Source: an optimization exercise on an open RTL-to-GDS flow (aim: small area, a short achievable clock period and few clock cycles per item). Production flows keep margins and buffers that such runs may drop. Where RTL was checked, it was by simulation tests only, not by an equivalence proof against the original. Power figures rest on the tool's default switching activity, not on a simulated workload.

// mac_pipe
module mac_pipe (
  input  logic               clk,
  input  logic               rst,
  input  logic               in_valid,
  output logic               in_ready,
  input  logic               in_first,
  input  logic               in_last,
  input  logic [71:0]        kernel_in,
  input  logic [71:0]        map_in,
  input  logic signed [31:0] bias,
  input  logic [4:0]         shift,
  output logic               out_valid,
  input  logic               out_ready,
  output logic signed [7:0]  mac_out
);
For scale: ~2,900 cells after synthesis, about 200 I/O pins.
clock: 7.5 ns
lec_check: 0
abc_area: 1
cap_margin: 20
core_margin: 2
core_utilization: 60
setup_slack_margin: 4.0
slew_margin: 20
standard.sh (not shown) runs the stock make flow with config.mk's settings and CLKGATE_MAP_FILE= SYNTH_SCRIPT=/design/flow/synth_recipe.tcl, a recipe that flattens the netlist after the stock synthesis.
==> flow/flow/run.sh <==
#!/bin/bash
# Layout flow: the standard flow with two changes.
#  1. After the standard synthesis, flow/polarity.py re-chooses which full
#     adders work on complemented signals, so fewer inverters sit between
#     adders (registers and all other cells are left as synthesis made them).
#  2. Ports are buffered with sky130_fd_sc_hd__buf_1 instead of the default
#     pick; timing repair still resizes them as needed.
# Each tool's output goes to a log file of its own in this folder.
set -euo pipefail
R=orfs/results/${FLOW_PLATFORM:-sky130hd}/mac_pipe/base
bash standard.sh "$(pwd)/$R/1_2_yosys.v" > synth.log 2>&1
cp "$R/1_2_yosys.v" 1_2_yosys.standard.v
python3 flow/polarity.py 1_2_yosys.standard.v "$R/1_2_yosys.v" > polarity.log 2>&1
BUFFER_PORTS_ARGS="-buffer_cell sky130_fd_sc_hd__buf_1" bash standard.sh finish > layout.log 2>&1
Other scripts of this flow, unchanged in this note and not shown: flow/flow/polarity.py
Testbench counts at the start, summed over its fixed seeds: cycles 7,044, items 7,012.
Next try:
--- a/flow/config.mk
+++ b/flow/config.mk
@@ -10,4 +10,4 @@
 export CORE_MARGIN = 2
 export CORE_UTILIZATION = 60
-export SETUP_SLACK_MARGIN = 4.0
+export SETUP_SLACK_MARGIN = 4.15
 export SLEW_MARGIN = 20
Cell count hardly moves.
Design area goes up by 1.4%.
Area after synthesis stays the same.
Next try:
--- a/flow/config.mk
+++ b/flow/config.mk
@@ -10,4 +10,6 @@
 export CORE_MARGIN = 2
 export CORE_UTILIZATION = 60
-export SETUP_SLACK_MARGIN = 4.15
+export CTS_CLUSTER_DIAMETER = 80
+export CTS_CLUSTER_SIZE = 30
+export SETUP_SLACK_MARGIN = 4.0
 export SLEW_MARGIN = 20
After rerunning: The new run finished clean. Final area shrinks by a few percent. Setup slack improved by 0.022 ns. Final cell count shrinks slightly. Wire length falls slightly. Maximum frequency goes up slightly. Critical path depth stays the same. Register-to-register slack improves by 0.02 ns. Synthesized area stays the same. Via count fell slightly. Worst hold slack is better by 0.013 ns.

* * *

Another version of the RTL of mac_pipe (not shown whole).
Size: about 3100 cells after synthesis, ~590 flip-flops, about 200 I/O pins, roughly 0.035 mm2 of cells after synthesis.
==> flow/config.mk <==
export PLATFORM = sky130hd
export DESIGN_NAME = mac_pipe
export DESIGN_NICKNAME = mac_pipe
export VERILOG_FILES = /design/flow/design.v
export SDC_FILE = /design/flow/constraint.sdc
export NUM_CORES = 4
export LEC_CHECK = 0
export CAP_MARGIN = 20
export CORE_MARGIN = 2
export CORE_UTILIZATION = 40
export SLEW_MARGIN = 20
==> flow/constraint.sdc <==
create_clock -name core_clock -period 7.5 [get_ports {clk}]
set_input_delay 1.5000 -clock core_clock [delete_from_list [all_inputs] [get_ports {clk}]]
set_output_delay 1.5000 -clock core_clock [all_outputs]
set_load 0.01 [all_outputs]
run.sh (not shown) runs the stock make flow with config.mk's settings and CLKGATE_MAP_FILE= SYNTH_SCRIPT=/design/flow/synth_recipe.tcl, a recipe that flattens the netlist after the stock synthesis.
Stock flow here: none of the scripts above is used.
Next try:
--- a/flow/config.mk
+++ b/flow/config.mk
@@ -7,2 +7,3 @@
 export LEC_CHECK = 0
+export ABC_AREA = 1
 export CAP_MARGIN = 20
@@ -10,2 +11,3 @@
 export CORE_UTILIZATION = 40
+export SETUP_SLACK_MARGIN = 4.0
 export SLEW_MARGIN = 20
Synthesized cell count rises by 31%.
Count of clock-buffer cells in the layout increases by 9.
Global-route usage came out higher by 0.76 points.
Cell area climbs by 2.9%.
Wire length rose by 8.8%.
Via count rose by about 15%.
Setup slack improved by 0.85 ns.
Register-to-register slack improved by 0.87 ns.
Final cell count increases by 19%.
Core utilization goes down by 0.39 points.
Sequential share of layout area fell by 0.76 points.
No functional check of the RTL was part of any run of this note.

* * *

Starting RTL as in the previous note.
clock: 7.5 ns
lec_check: 0
cap_margin: 20
core_margin: 2
core_utilization: 40
setup_slack_margin: 4.5
slew_margin: 20
The starting point completed with no timing, DRC or antenna violations.
==> next run, changes <==
--- a/flow/config.mk
+++ b/flow/config.mk
@@ -7,2 +7,3 @@
 export LEC_CHECK = 0
+export ABC_CLOCK_PERIOD_IN_PS = 3000
 export CAP_MARGIN = 20
@@ -10,3 +11,3 @@
 export CORE_UTILIZATION = 40
-export SETUP_SLACK_MARGIN = 4.5
+export SETUP_SLACK_MARGIN = 4.0
 export SLEW_MARGIN = 20
Outcome:
- register-to-register slack loses 0.20 ns
- cell area fell by about 5.4%
- maximum frequency falls by about 6%
- routed wire length went down by about 3%
- area after synthesis does not change
- final cell count decreases by 2.3%
- clock power decreases by 8.4%
==> next run, changes <==
--- a/flow/config.mk
+++ b/flow/config.mk
@@ -11,3 +11,2 @@
 export CORE_UTILIZATION = 40
-export SETUP_SLACK_MARGIN = 4.0
 export SLEW_MARGIN = 20
What happened: Hold slack stays flat; clock skew stays flat; setup slack gets worse by 0.67 ns; fmax is lower by about 16%.
No run of this note included a check of the RTL's function; only the layout flow was run.

* * *

== zinc ==
mac_pipe with an RTL version that a note above also has.
Size in the first run: roughly 200 I/O pins, ~27,000 sq um of cells after synthesis.
clock: 7.5 ns
lec_check: 0
abc_area: 1
cap_margin: 20
core_margin: 2
core_utilization: 60
cts_cluster_diameter: 80
cts_cluster_size: 30
setup_slack_margin: 4.0
slew_margin: 20
standard.sh (not shown) runs the stock make flow with config.mk's settings and CLKGATE_MAP_FILE= SYNTH_SCRIPT=/design/flow/synth_recipe.tcl, a recipe that flattens the netlist after the stock synthesis.
==> flow/flow/run.sh <==
#!/bin/bash
# Layout flow: the standard flow with two changes.
#  1. After the standard synthesis, flow/polarity.py re-chooses which full
#     adders work on complemented signals and swaps simple gates for their
#     De Morgan / complemented-output twins, so fewer inverters remain
#     (registers are left as synthesis made them). Yosys then proves the new
#     netlist equivalent to the standard one (registers paired by name); if
#     that proof fails, the standard netlist is laid out instead.
#  2. Ports are buffered with sky130_fd_sc_hd__buf_2 instead of the default
#     pick; timing repair still resizes them as needed.
# Each tool's output goes to a log file of its own in this folder.
set -euo pipefail
R=orfs/results/${FLOW_PLATFORM:-sky130hd}/mac_pipe/base
LIB=$(ls "$FLOW_HOME"/platforms/${FLOW_PLATFORM:-sky130hd}/lib/sky130_fd_sc_hd__tt_025C_1v80.lib)
bash standard.sh "$(pwd)/$R/1_2_yosys.v" > synth.log 2>&1
cp "$R/1_2_yosys.v" 1_2_yosys.standard.v
python3 flow/polarity.py 1_2_yosys.standard.v 1_2_yosys.polarity.v > polarity.log 2>&1
python3 flow/hide_names.py 1_2_yosys.polarity.v polarity_hidden.v > hide.log 2>&1
sed "s#@LIB@#$LIB#" flow/equiv.ys > equiv.ys
YOSYS=$(command -v yosys || echo "$FLOW_HOME/../tools/install/yosys/bin/yosys")
if "$YOSYS" -q -l equiv.log equiv.ys > equiv.out 2>&1; then
  cp 1_2_yosys.polarity.v "$R/1_2_yosys.v"
  echo "polarity netlist proven equivalent; using it" >> polarity.log
else
  echo "equivalence not proven; keeping the standard netlist" >> polarity.log
fi
BUFFER_PORTS_ARGS="-buffer_cell sky130_fd_sc_hd__buf_2" bash standard.sh finish > layout.log 2>&1
Other scripts of this flow, unchanged in this note and not shown: flow/flow/equiv.ys, flow/flow/hide_names.py, flow/flow/polarity.py
Testbench counts of zinc, summed over its fixed seeds: cycles 7,044, items 7,012.
For nickel, these inputs were changed with respect to zinc:
diff --git a/flow/flow/run.sh b/flow/flow/run.sh
--- a/flow/flow/run.sh
+++ b/flow/flow/run.sh
@@ -9 +9 @@
-#  2. Ports are buffered with sky130_fd_sc_hd__buf_2 instead of the default
+#  2. Ports are buffered with sky130_fd_sc_hd__buf_1 instead of the default
@@ -27 +27 @@
-BUFFER_PORTS_ARGS="-buffer_cell sky130_fd_sc_hd__buf_2" bash standard.sh finish > layout.log 2>&1
+BUFFER_PORTS_ARGS="-buffer_cell sky130_fd_sc_hd__buf_1" bash standard.sh finish > layout.log 2>&1
Results
- On final routed wirelength across all metal layers, nickel tracks zinc almost exactly.
- nickel vs zinc — post-cts sizing count rose 6.
- Summary: total power consumption of the routed design, nickel worse than zinc
- zinc ended up with met5 as its highest layer used for signal routing; nickel ended up with met4.

## what the ideal ports hide
In the flow no input, the clock included, has a driving cell. The finished layouts below were timed again as built, in two steps. Step 1, drivers: a clkbuf_16 drives clk and a buf_2 each remaining input, both assumed. Step 2 moves the port delays by t, midway between the first and last clock arrival at a register: inputs arrive t later, outputs are due t later. That takes back most of the time a late clock gives input paths. Slacks: no drivers / after step 1 / after step 2; pairs: no drivers / after step 1.
| run | t (ns) | setup WS [ns] | clock arrival spread, ns | worst data-port slew with drivers (ns) |
|---|---|---|---|---|
| the first run of note 1 | 0.599 | 4.026 / 4.026 / 3.486 | 0.023 / 0.023 | 0.04 |
| the second run of note 1 | 0.600 | 4.007 / 4.007 / 3.646 | 0.019 / 0.020 | 0.06 |
| the third run of note 1 | 0.609 | 4.029 / 4.029 / 3.465 | 0.047 / 0.047 | 0.05 |
| the first run of note 2 | 0.683 | 3.251 / 3.251 / 3.251 | 0.028 / 0.028 | 0.08 |
| the second run of note 2 | 0.699 | 4.100 / 4.029 / 3.620 | 0.023 / 0.024 | 0.06 |
| the first run of note 3 | 0.682 | 4.124 / 4.124 / 4.006 | 0.034 / 0.034 | 0.06 |
| the second run of note 3 | 0.678 | 3.920 / 3.920 / 3.632 | 0.025 / 0.025 | 0.09 |
| the third run of note 3 | 0.683 | 3.251 / 3.251 / 3.251 | 0.028 / 0.028 | 0.08 |
| zinc | 0.597 | 3.958 / 3.958 / 3.561 | 0.023 / 0.023 | 0.04 |
| nickel | 0.607 | 3.995 / 3.995 / 3.490 | 0.037 / 0.037 | 0.07 |
After both steps setup and hold are still met in every run listed. For the third run of note 1, which loses most, drivers alone change the setup slack by 0.000 ns; drivers and shift together by -0.564 ns.
